Source: an optimization exercise on an open RTL-to-GDS flow (aim: small area). Production flows keep margins and buffers that such runs may drop.
RTL that was checked went through simulation tests only; none was proved equivalent to the original.
Power figures rest on the tool's default switching activity, not on a simulated workload.

Setup of run 5:
## noc_cmd_parser
module noc_cmd_parser #(
    parameter int         DEPTH     = 256,
    parameter int         FRAMES    = 8,
    parameter logic [7:0] PERM_BASE = noc_sw_pkg::DEF_PERM_BASE,
    parameter int         NUM_PORTS = 4
) (
    input  logic        clk,
    input  logic        reset_n,
    input  logic        noc_to_dev_ctl,
    input  logic [7:0]  noc_to_dev_data,
    output logic        out_valid,
    input  logic        out_ready,
    output logic [8:0]  out_word,
    output logic [1:0]  out_port,
    output logic        out_sop,
    output logic        out_eop,
    output logic        drop_pulse
);
clock: 9.0 ns
lec_check: 0
cap_margin: 20
core_margin: 2
core_utilization: 60
cts_cluster_diameter: 100
cts_cluster_size: 25
slew_margin: 20
synth_hierarchical: 1
run.sh (not shown) runs the stock make flow with config.mk's settings and CLKGATE_MAP_FILE= SYNTH_SCRIPT=/design/flow/synth_recipe.tcl, a recipe that flattens the netlist after the stock synthesis.
Edits applied to the flow inputs when going from run 5 to run 1:
--- a/flow/design.v
+++ b/flow/design.v
@@ -27,21 +27,21 @@
         logic [7:0] a;
         logic [7:0] d;
         a = 8'd1 << a_code;
         d = wr ? (8'd1 << d_code) : 8'd0;
         frame_len_m1 = a + d + 8'd2;
     endfunction
 endpackage
 module rewind_fifo #(
     parameter int DEPTH = 256,
     parameter int W     = 8,
-    parameter int NB    = 4
+    parameter int NB    = 1
 ) (
     input  logic                      clk,
     input  logic                      i_we,
     input  logic [$clog2(DEPTH)-1:0]  i_waddr,
     input  logic [W-1:0]              i_wdata,
     input  logic [$clog2(DEPTH)-1:0]  i_raddr,
     output logic [W-1:0]              o_rdata
 );
     localparam int AW = $clog2(DEPTH);
     localparam int BD = DEPTH / NB;           
@@ -136,44 +136,38 @@
     logic          w_we;
     logic [7:0]    w_wdata;
     logic          w_commit;
     logic          w_drop;
     logic          w_hdr;
     logic          w_in_frame;
     logic          w_op_ok;
     logic          w_room;
     logic          w_dest_ok;
     logic [1:0]    w_dest_idx;
-    logic [7:0]    w_len;
     logic [7:0]    w_len_m1;
-    logic [AW+1:0] w_need;
     logic [7:0]    w_rdata;
     logic          w_empty;
     logic          w_load;
     logic          w_dpop;
     logic          w_is_hdr;
     logic [7:0]    r_orem;
     logic [7:0]    w_olen_m1;
     logic          r_sop;
     assign w_hdr      = noc_to_dev_ctl && (noc_to_dev_data != 8'h00);
     assign w_in_frame = (r_state == noc_sw_pkg::DEST) || (r_state == noc_sw_pkg::BODY);
     assign w_op_ok    = (noc_to_dev_data[2:0] == noc_sw_pkg::OP_RD) ||
                         (noc_to_dev_data[2:0] == noc_sw_pkg::OP_WR);
-    assign w_len      = noc_sw_pkg::frame_len(noc_to_dev_data[7:6],
-                                              noc_to_dev_data[5:3],
-                                              noc_to_dev_data[1]);
     assign w_len_m1   = noc_sw_pkg::frame_len_m1(noc_to_dev_data[7:6],
                                                  noc_to_dev_data[5:3],
                                                  noc_to_dev_data[1]);
     assign w_used     = r_cm - r_rd;
-    assign w_need     = (AW+2)'(w_used) + (AW+2)'(w_len);
-    assign w_room     = (w_need <= (AW+2)'(DEPTH)) && !r_nfr[FW];
+    assign w_room     = (w_used <= (AW+1)'((AW+1)'(DEPTH - 1) - (AW+1)'(w_len_m1))) && !r_nfr[FW];
     assign w_dest_ok  = ({1'b0, noc_to_dev_data} >= {1'b0, PERM_BASE}) &&
                         ({1'b0, noc_to_dev_data} <
                          {1'b0, PERM_BASE} + 9'(NUM_PORTS));
     assign w_dest_idx = noc_to_dev_data[1:0] - PERM_BASE[1:0];
     always_ff @(posedge clk or negedge reset_n) begin
         if (!reset_n) begin
             r_state <= noc_sw_pkg::IDLE;
             r_drop  <= 1'b0;
         end else begin
             r_state <= w_state_nxt;
@@ -248,54 +242,50 @@
     assign w_dpop  = out_valid && out_ready && out_eop;
     always_ff @(posedge clk or negedge reset_n) begin
         if (!reset_n) begin
             r_cm  <= '0;
             r_rd  <= '0;
             r_nfr <= '0;
         end else begin
             if (w_commit) begin
                 r_cm <= w_wr_nxt;    
             end
-            if (w_load) begin
-                r_rd <= r_rd + (AW+1)'(1);
-            end
-            if (w_commit && !w_dpop) begin
-                r_nfr <= r_nfr + (FW+1)'(1);
-            end else if (!w_commit && w_dpop) begin
-                r_nfr <= r_nfr - (FW+1)'(1);
-            end
+            r_rd  <= r_rd + (AW+1)'(w_load);
+            r_nfr <= r_nfr + (FW+1)'(w_commit) - (FW+1)'(w_dpop);
         end
     end
     assign w_is_hdr = (r_orem == 8'd0);
     assign w_olen_m1 = noc_sw_pkg::frame_len_m1(w_rdata[7:6], w_rdata[5:3], w_rdata[2]);
     always_ff @(posedge clk or negedge reset_n) begin
         if (!reset_n) begin
             out_valid <= 1'b0;
             r_sop     <= 1'b0;
             out_eop   <= 1'b0;
-            r_orem    <= '0;
         end else if (w_load) begin
             out_valid <= 1'b1;
             r_sop     <= w_is_hdr;
-            if (w_is_hdr) begin
-                out_eop <= 1'b0;
-                r_orem  <= w_olen_m1;
-            end else begin
-                out_eop <= (r_orem == 8'd1);
-                r_orem  <= r_orem - 8'd1;
-            end
+            out_eop   <= (r_orem == 8'd1);
         end else if (out_ready) begin
             out_valid <= 1'b0;
             r_sop     <= 1'b0;
             out_eop   <= 1'b0;
         end
     end
+    always_ff @(posedge clk or negedge reset_n) begin
+        if (!reset_n) begin
+            r_orem <= '0;
+        end else if (w_load && w_is_hdr) begin
+            r_orem <= w_olen_m1;
+        end else begin
+            r_orem <= r_orem - 8'(w_load);
+        end
+    end
     always_ff @(posedge clk) begin
         if (w_load) begin
             if (w_is_hdr) begin
                 out_word[7:0] <= {w_rdata[7:3], 1'b0, w_rdata[2], !w_rdata[2]};
                 out_port      <= w_rdata[1:0];
             end else if (r_sop) begin
                 out_word[7:0] <= PERM_BASE + 8'(out_port);
             end else begin
                 out_word[7:0] <= w_rdata;
             end
--- outcome ---
Every stage of the flow completed for run 1, and the final layout passed the timing, DRC and antenna checks. Compared with run 5, run 1 shows a routed wire length that is about 2% lower. In run 1 relative to run 5, final-layout fill cell count had gone up by a few percent. When run 1 is set beside run 5, its number of antenna violations at the first check in global routing turns out to be 21 smaller. Of run 1 and run 5, the lower total global-route track usage belongs to run 1. Diff run 1 and run 5: number of detailed-route iterations in the first pass lower in run 1. NOTE synthesized cell count run 5->run 1 increased by a few percent. On post-synthesis to final-layout area growth, the higher figure sits with run 5, not run 1. In the tables for run 1 and run 5, arithmetic-cell share of the synthesized area counting full adders, half adders and majority gates reads higher with run 5. Summary — routed length per placed instance, run 1 relative to run 5: lower, by 3.1%. Taking run 5 as the reference, in run 1 critical path depth went down 3; post-route total power went down 8.3%. Run 1 against run 5: HPWL after detailed placement has decreased; top fanout value on the critical path now sits lower; final non-filler cell area shrank by about 0.6%.
For run 5, only the layout was checked, not whether the RTL still works.

* * *

main:
The RTL this note starts from:
==> flow/design.v <==
package noc_sw_pkg;
    localparam logic [2:0] OP_RD = 3'b001;
    localparam logic [2:0] OP_WR = 3'b010;
    localparam logic [7:0] DEF_PERM_BASE = 8'h40;
    typedef enum logic [1:0] {
        IDLE,
        DEST,
        BODY,
        SKIP
    } parser_state_e;
    function automatic logic [7:0] frame_len(input logic [1:0] a_code,
                                             input logic [2:0] d_code,
                                             input logic       wr);
        logic [7:0] a;
        logic [7:0] d;
        a = 8'd1 << a_code;
        d = 8'd1 << d_code;
        if (wr) begin
            frame_len = a + d + 8'd3;
        end else begin
            frame_len = a + 8'd3;
        end
    endfunction
    function automatic logic [7:0] frame_len_m1(input logic [1:0] a_code,
                                                input logic [2:0] d_code,
                                                input logic       wr);
        logic [7:0] a;
        logic [7:0] d;
        a = 8'd1 << a_code;
        d = wr ? (8'd1 << d_code) : 8'd0;
        frame_len_m1 = a + d + 8'd2;
    endfunction
endpackage
module rewind_fifo #(
    parameter int DEPTH = 256,
    parameter int W     = 8,
    parameter int NB    = 1
) (
    input  logic                      clk,
    input  logic                      i_we,
    input  logic [$clog2(DEPTH)-1:0]  i_waddr,
    input  logic [W-1:0]              i_wdata,
    input  logic [$clog2(DEPTH)-1:0]  i_raddr,
    output logic [W-1:0]              o_rdata
);
    localparam int AW = $clog2(DEPTH);
    localparam int BD = DEPTH / NB;           
    localparam int BW = $clog2(BD);
    localparam int NG = (BD + 2) / 3;         
    logic [W-1:0]      r_mem [DEPTH];
    logic [BD-1:0]     w_rsel;
    logic [NG-1:0]     w_grp_n [NB][W];
    logic [W-1:0]      w_bank [NB];
    always_ff @(posedge clk) begin
        if (i_we) begin
            r_mem[i_waddr] <= i_wdata;
        end
    end
    always_comb begin
        for (int i = 0; i < BD; i++) begin
            w_rsel[i] = (i_raddr[BW-1:0] == BW'(i));
        end
    end
    for (genvar k = 0; k < NB; k++) begin : g_bank
        for (genvar b = 0; b < W; b++) begin : g_bit
            for (genvar g = 0; g < NG; g++) begin : g_grp
                if (3*g+2 < BD) begin : g_3
                    rewind_fifo_aoi u_aoi (
                        .a0 (r_mem[k*BD+3*g][b]),
                        .s0 (w_rsel[3*g]),
                        .a1 (r_mem[k*BD+3*g+1][b]),
                        .s1 (w_rsel[3*g+1]),
                        .a2 (r_mem[k*BD+3*g+2][b]),
                        .s2 (w_rsel[3*g+2]),
                        .y_n(w_grp_n[k][b][g])
                    );
                end else if (3*g+1 < BD) begin : g_2
                    assign w_grp_n[k][b][g] = !((r_mem[k*BD+3*g][b] && w_rsel[3*g]) ||
                                                (r_mem[k*BD+3*g+1][b] && w_rsel[3*g+1]));
                end else begin : g_1
                    assign w_grp_n[k][b][g] = !(r_mem[k*BD+3*g][b] && w_rsel[3*g]);
                end
            end
            assign w_bank[k][b] = !(&w_grp_n[k][b]);
        end
    end
    if (NB == 1) begin : g_one
        assign o_rdata = w_bank[0];
    end else begin : g_sel
        assign o_rdata = w_bank[i_raddr[AW-1:BW]];
    end
endmodule
module rewind_fifo_aoi (
    input  logic a0,
    input  logic s0,
    input  logic a1,
    input  logic s1,
    input  logic a2,
    input  logic s2,
    output logic y_n
);
    assign y_n = !((a0 && s0) || (a1 && s1) || (a2 && s2));
endmodule
module noc_cmd_parser #(
    parameter int         DEPTH     = 256,
    parameter int         FRAMES    = 8,
    parameter logic [7:0] PERM_BASE = noc_sw_pkg::DEF_PERM_BASE,
    parameter int         NUM_PORTS = 4
) (
    input  logic        clk,
    input  logic        reset_n,
    input  logic        noc_to_dev_ctl,
    input  logic [7:0]  noc_to_dev_data,
    output logic        out_valid,
    input  logic        out_ready,
    output logic [8:0]  out_word,
    output logic [1:0]  out_port,
    output logic        out_sop,
    output logic        out_eop,
    output logic        drop_pulse
);
    localparam int AW = $clog2(DEPTH);
    localparam int FW = $clog2(FRAMES);
    noc_sw_pkg::parser_state_e r_state;
    noc_sw_pkg::parser_state_e w_state_nxt;
    logic [7:0]    r_cnt;
    logic [7:0]    w_cnt_nxt;
    logic [5:0]    r_hdr;       
    logic          r_drop;
    logic [AW:0]   r_wr;        
    logic [AW:0]   w_wr_nxt;
    logic [AW:0]   r_cm;        
    logic [AW:0]   r_rd;        
    logic [AW:0]   w_used;
    logic [FW:0]   r_nfr;       
    logic          w_we;
    logic [7:0]    w_wdata;
    logic          w_commit;
    logic          w_drop;
    logic          w_hdr;
    logic          w_in_frame;
    logic          w_op_ok;
    logic          w_room;
    logic          w_dest_ok;
    logic [1:0]    w_dest_idx;
    logic [7:0]    w_len_m1;
    logic [7:0]    w_rdata;
    logic          w_empty;
    logic          w_load;
    logic          w_dpop;
    logic          w_is_hdr;
    logic [7:0]    r_orem;
    logic [7:0]    w_olen_m1;
    logic          r_sop;
    assign w_hdr      = noc_to_dev_ctl && (noc_to_dev_data != 8'h00);
    assign w_in_frame = (r_state == noc_sw_pkg::DEST) || (r_state == noc_sw_pkg::BODY);
    assign w_op_ok    = (noc_to_dev_data[2:0] == noc_sw_pkg::OP_RD) ||
                        (noc_to_dev_data[2:0] == noc_sw_pkg::OP_WR);
    assign w_len_m1   = noc_sw_pkg::frame_len_m1(noc_to_dev_data[7:6],
                                                 noc_to_dev_data[5:3],
                                                 noc_to_dev_data[1]);
    assign w_used     = r_cm - r_rd;
    assign w_room     = (w_used <= (AW+1)'((AW+1)'(DEPTH - 1) - (AW+1)'(w_len_m1))) && !r_nfr[FW];
    assign w_dest_ok  = ({1'b0, noc_to_dev_data} >= {1'b0, PERM_BASE}) &&
                        ({1'b0, noc_to_dev_data} <
                         {1'b0, PERM_BASE} + 9'(NUM_PORTS));
    assign w_dest_idx = noc_to_dev_data[1:0] - PERM_BASE[1:0];
    always_ff @(posedge clk or negedge reset_n) begin
        if (!reset_n) begin
            r_state <= noc_sw_pkg::IDLE;
            r_drop  <= 1'b0;
        end else begin
            r_state <= w_state_nxt;
            r_drop  <= w_drop;
        end
    end
    always_ff @(posedge clk) begin
        r_cnt <= w_cnt_nxt;
        r_wr  <= w_wr_nxt;
        r_hdr <= {noc_to_dev_data[7:3], noc_to_dev_data[1]};
    end
    always_comb begin
        w_state_nxt = r_state;
        w_cnt_nxt   = r_cnt - 8'd1;
        w_wr_nxt    = r_wr + ((r_state == noc_sw_pkg::DEST) ? (AW+1)'(2) : (AW+1)'(1));
        w_we        = 1'b0;
        w_wdata     = noc_to_dev_data;
        w_commit    = 1'b0;
        w_drop      = 1'b0;
        if (w_in_frame && noc_to_dev_ctl) begin
            w_drop      = 1'b1;
            w_state_nxt = noc_sw_pkg::IDLE;
        end
        if (w_hdr) begin
            if (!w_op_ok) begin
                w_drop      = 1'b1;
                w_state_nxt = noc_sw_pkg::SKIP;
            end else if (!w_room) begin
                w_drop      = 1'b1;
                w_state_nxt = noc_sw_pkg::IDLE;
            end else begin
                w_cnt_nxt   = w_len_m1;
                w_wr_nxt    = r_cm;
                w_state_nxt = noc_sw_pkg::DEST;
            end
        end else if (!noc_to_dev_ctl) begin
            case (r_state)
                noc_sw_pkg::DEST: begin
                    if (w_dest_ok) begin
                        w_we        = 1'b1;
                        w_wdata     = {r_hdr, w_dest_idx};
                        w_state_nxt = noc_sw_pkg::BODY;
                    end else begin
                        w_drop      = 1'b1;
                        w_state_nxt = noc_sw_pkg::SKIP;
                    end
                end
                noc_sw_pkg::BODY: begin
                    w_we      = 1'b1;
                    if (r_cnt == 8'd1) begin
                        w_commit    = 1'b1;
                        w_state_nxt = noc_sw_pkg::IDLE;
                    end
                end
                default: ;
            endcase
        end
    end
    rewind_fifo #(
        .DEPTH (DEPTH),
        .W     (8)
    ) u_buf (
        .clk      (clk),
        .i_we     (w_we),
        .i_waddr  (r_wr[AW-1:0]),
        .i_wdata  (w_wdata),
        .i_raddr  (r_rd[AW-1:0]),
        .o_rdata  (w_rdata)
    );
    assign w_empty = (r_rd == r_cm);
    assign w_load  = (!out_valid || out_ready) && !w_empty;
    assign w_dpop  = out_valid && out_ready && out_eop;
    always_ff @(posedge clk or negedge reset_n) begin
        if (!reset_n) begin
            r_cm  <= '0;
            r_rd  <= '0;
            r_nfr <= '0;
        end else begin
            if (w_commit) begin
                r_cm <= w_wr_nxt;    
            end
            r_rd  <= r_rd + (AW+1)'(w_load);
            r_nfr <= r_nfr + (FW+1)'(w_commit) - (FW+1)'(w_dpop);
        end
    end
    assign w_is_hdr = (r_orem == 8'd0);
    assign w_olen_m1 = noc_sw_pkg::frame_len_m1(w_rdata[7:6], w_rdata[5:3], w_rdata[2]);
    always_ff @(posedge clk or negedge reset_n) begin
        if (!reset_n) begin
            out_valid <= 1'b0;
            r_sop     <= 1'b0;
            out_eop   <= 1'b0;
        end else if (w_load) begin
            out_valid <= 1'b1;
            r_sop     <= w_is_hdr;
            out_eop   <= (r_orem == 8'd1);
        end else if (out_ready) begin
            out_valid <= 1'b0;
            r_sop     <= 1'b0;
            out_eop   <= 1'b0;
        end
    end
    always_ff @(posedge clk or negedge reset_n) begin
        if (!reset_n) begin
            r_orem <= '0;
        end else if (w_load && w_is_hdr) begin
            r_orem <= w_olen_m1;
        end else begin
            r_orem <= r_orem - 8'(w_load);
        end
    end
    always_ff @(posedge clk) begin
        if (w_load) begin
            if (w_is_hdr) begin
                out_word[7:0] <= {w_rdata[7:3], 1'b0, w_rdata[2], !w_rdata[2]};
                out_port      <= w_rdata[1:0];
            end else if (r_sop) begin
                out_word[7:0] <= PERM_BASE + 8'(out_port);
            end else begin
                out_word[7:0] <= w_rdata;
            end
        end
    end
    assign out_sop     = r_sop;
    assign out_word[8] = r_sop;
    assign drop_pulse  = r_drop;
endmodule
Settings: LEC_CHECK=0, CAP_MARGIN=20, CORE_MARGIN=2, CORE_UTILIZATION=60, CTS_CLUSTER_DIAMETER=100, CTS_CLUSTER_SIZE=25, PLACE_DENSITY=0.8, SLEW_MARGIN=20, SYNTH_HIERARCHICAL=1; clock period 9.0 ns.
standard.sh (not shown) runs the stock make flow with config.mk's settings and CLKGATE_MAP_FILE= SYNTH_SCRIPT=/design/flow/synth_recipe.tcl, a recipe that flattens the netlist after the stock synthesis.
==> flow/flow/run.sh <==
#!/bin/bash
# The standard layout (the standard.sh: ORFS synthesis through finish),
# with one change: clock tree synthesis runs without dummy loads, using the
# same sink clustering as config.mk's CTS_CLUSTER_SIZE / CTS_CLUSTER_DIAMETER, and
# clkbuf_4 for the root and trunk buffers (the leaf buffers stay clkbuf_16).
# make's full output goes to flow_make.log here; each ORFS step keeps its own
# log under orfs/logs/.
set -euo pipefail
export CTS_ARGS="-sink_clustering_enable -repair_clock_nets -dont_use_dummy_load -sink_clustering_size 25 -sink_clustering_max_diameter 100 -root_buf sky130_fd_sc_hd__clkbuf_4 -tree_buf sky130_fd_sc_hd__clkbuf_4"
bash standard.sh finish > flow_make.log 2>&1
main reached the final stage; the timing, DRC and antenna checks on its layout passed.
The following lists how the feature branch was set up differently from main:
--- a/flow/design.v
+++ b/flow/design.v
@@ -125,16 +125,16 @@
     noc_sw_pkg::parser_state_e w_state_nxt;
     logic [7:0]    r_cnt;
     logic [7:0]    w_cnt_nxt;
-    logic [5:0]    r_hdr;       
     logic          r_drop;
     logic [AW:0]   r_wr;        
-    logic [AW:0]   w_wr_nxt;
+    logic [AW:0]   w_waddr;
+    logic [AW:0]   w_wr_inc;
+    logic          w_accept;
     logic [AW:0]   r_cm;        
     logic [AW:0]   r_rd;        
     logic [AW:0]   w_used;
     logic [FW:0]   r_nfr;       
     logic          w_we;
-    logic [7:0]    w_wdata;
     logic          w_commit;
     logic          w_drop;
     logic          w_hdr;
@@ -142,7 +142,6 @@
     logic          w_op_ok;
     logic          w_room;
     logic          w_dest_ok;
-    logic [1:0]    w_dest_idx;
     logic [7:0]    w_len_m1;
     logic [7:0]    w_rdata;
     logic          w_empty;
@@ -152,6 +151,7 @@
     logic [7:0]    r_orem;
     logic [7:0]    w_olen_m1;
     logic          r_sop;
+    logic [1:0]    r_port;
     assign w_hdr      = noc_to_dev_ctl && (noc_to_dev_data != 8'h00);
     assign w_in_frame = (r_state == noc_sw_pkg::DEST) || (r_state == noc_sw_pkg::BODY);
     assign w_op_ok    = (noc_to_dev_data[2:0] == noc_sw_pkg::OP_RD) ||
@@ -164,7 +164,6 @@
     assign w_dest_ok  = ({1'b0, noc_to_dev_data} >= {1'b0, PERM_BASE}) &&
                         ({1'b0, noc_to_dev_data} <
                          {1'b0, PERM_BASE} + 9'(NUM_PORTS));
-    assign w_dest_idx = noc_to_dev_data[1:0] - PERM_BASE[1:0];
     always_ff @(posedge clk or negedge reset_n) begin
         if (!reset_n) begin
             r_state <= noc_sw_pkg::IDLE;
@@ -176,15 +175,15 @@
     end
     always_ff @(posedge clk) begin
         r_cnt <= w_cnt_nxt;
-        r_wr  <= w_wr_nxt;
-        r_hdr <= {noc_to_dev_data[7:3], noc_to_dev_data[1]};
-    end
+        r_wr  <= w_wr_inc;
+    end
+    assign w_waddr  = w_accept ? r_cm : r_wr;
+    assign w_wr_inc = w_waddr + (AW+1)'(1);
     always_comb begin
         w_state_nxt = r_state;
         w_cnt_nxt   = r_cnt - 8'd1;
-        w_wr_nxt    = r_wr + ((r_state == noc_sw_pkg::DEST) ? (AW+1)'(2) : (AW+1)'(1));
         w_we        = 1'b0;
-        w_wdata     = noc_to_dev_data;
+        w_accept    = 1'b0;
         w_commit    = 1'b0;
         w_drop      = 1'b0;
         if (w_in_frame && noc_to_dev_ctl) begin
@@ -199,8 +198,9 @@
                 w_drop      = 1'b1;
                 w_state_nxt = noc_sw_pkg::IDLE;
             end else begin
+                w_we        = 1'b1;
+                w_accept    = 1'b1;
                 w_cnt_nxt   = w_len_m1;
-                w_wr_nxt    = r_cm;
                 w_state_nxt = noc_sw_pkg::DEST;
             end
         end else if (!noc_to_dev_ctl) begin
@@ -208,7 +208,6 @@
                 noc_sw_pkg::DEST: begin
                     if (w_dest_ok) begin
                         w_we        = 1'b1;
-                        w_wdata     = {r_hdr, w_dest_idx};
                         w_state_nxt = noc_sw_pkg::BODY;
                     end else begin
                         w_drop      = 1'b1;
@@ -232,8 +231,8 @@
     ) u_buf (
         .clk      (clk),
         .i_we     (w_we),
-        .i_waddr  (r_wr[AW-1:0]),
-        .i_wdata  (w_wdata),
+        .i_waddr  (w_waddr[AW-1:0]),
+        .i_wdata  (noc_to_dev_data),
         .i_raddr  (r_rd[AW-1:0]),
         .o_rdata  (w_rdata)
     );
@@ -247,14 +246,14 @@
             r_nfr <= '0;
         end else begin
             if (w_commit) begin
-                r_cm <= w_wr_nxt;    
+                r_cm <= w_wr_inc;
             end
             r_rd  <= r_rd + (AW+1)'(w_load);
             r_nfr <= r_nfr + (FW+1)'(w_commit) - (FW+1)'(w_dpop);
         end
     end
     assign w_is_hdr = (r_orem == 8'd0);
-    assign w_olen_m1 = noc_sw_pkg::frame_len_m1(w_rdata[7:6], w_rdata[5:3], w_rdata[2]);
+    assign w_olen_m1 = noc_sw_pkg::frame_len_m1(w_rdata[7:6], w_rdata[5:3], w_rdata[1]);
     always_ff @(posedge clk or negedge reset_n) begin
         if (!reset_n) begin
             out_valid <= 1'b0;
@@ -281,16 +280,13 @@
     end
     always_ff @(posedge clk) begin
         if (w_load) begin
-            if (w_is_hdr) begin
-                out_word[7:0] <= {w_rdata[7:3], 1'b0, w_rdata[2], !w_rdata[2]};
-                out_port      <= w_rdata[1:0];
-            end else if (r_sop) begin
-                out_word[7:0] <= PERM_BASE + 8'(out_port);
-            end else begin
-                out_word[7:0] <= w_rdata;
-            end
-        end
-    end
+            out_word[7:0] <= w_rdata;
+        end
+        if (w_load && r_sop) begin
+            r_port <= w_rdata[1:0] - PERM_BASE[1:0];
+        end
+    end
+    assign out_port    = r_sop ? (w_rdata[1:0] - PERM_BASE[1:0]) : r_port;
     assign out_sop     = r_sop;
     assign out_word[8] = r_sop;
     assign drop_pulse  = r_drop;
### Flow results
No crash in the feature branch: every stage finished, but the layout fails its final checks due to setup timing.
From main to the feature branch the numbers moved as follows: worst-case setup margin in the final layout went down by 2.54 ns; portion of total power attributed to the clock network essentially unchanged; number of multi-input combinational cells increased 0.32%; worst slack at placement dropped 2.13 ns; power after layout climbed 0.14 mW.
The feature branch vs main — via-per-instance ratio dropped slightly
| sequential cell count | main vs the feature branch | ≈ equal |
Function not checked in the feature branch: the RTL went through the layout flow alone.

-- re-timing with driven ports --
The flow's constraints put no driver on any port. The routed layouts listed below were extracted and timed again, unchanged, in two steps.
Step 1, drivers: a clkbuf_16 drives clk and a buf_2 each remaining input, both assumed.
Step 2 times the ports against the registers' clock, not the clock port: input delays grow and output delays shrink by t, the midpoint of the rising clock arrivals with the driver on.
Three values: no drivers, after step 1, after step 2; two values: the first two.
| run | t (ns) | slack for setup (ns) | latest minus earliest clock arrival (ns) |
|---|---|---|---|
| run 5 | 0.825 | 1.468 / 1.468 / 1.468 | 0.035 / 0.035 |
| run 1 | 0.813 | 2.338 / 2.338 / 2.338 | 0.038 / 0.038 |
| main | 1.220 | 2.537 / 2.537 / 2.537 | 0.198 / 0.198 |
| the feature branch | 1.252 | -0.006 / -0.077 / 0.591 | 0.224 / 0.223 |
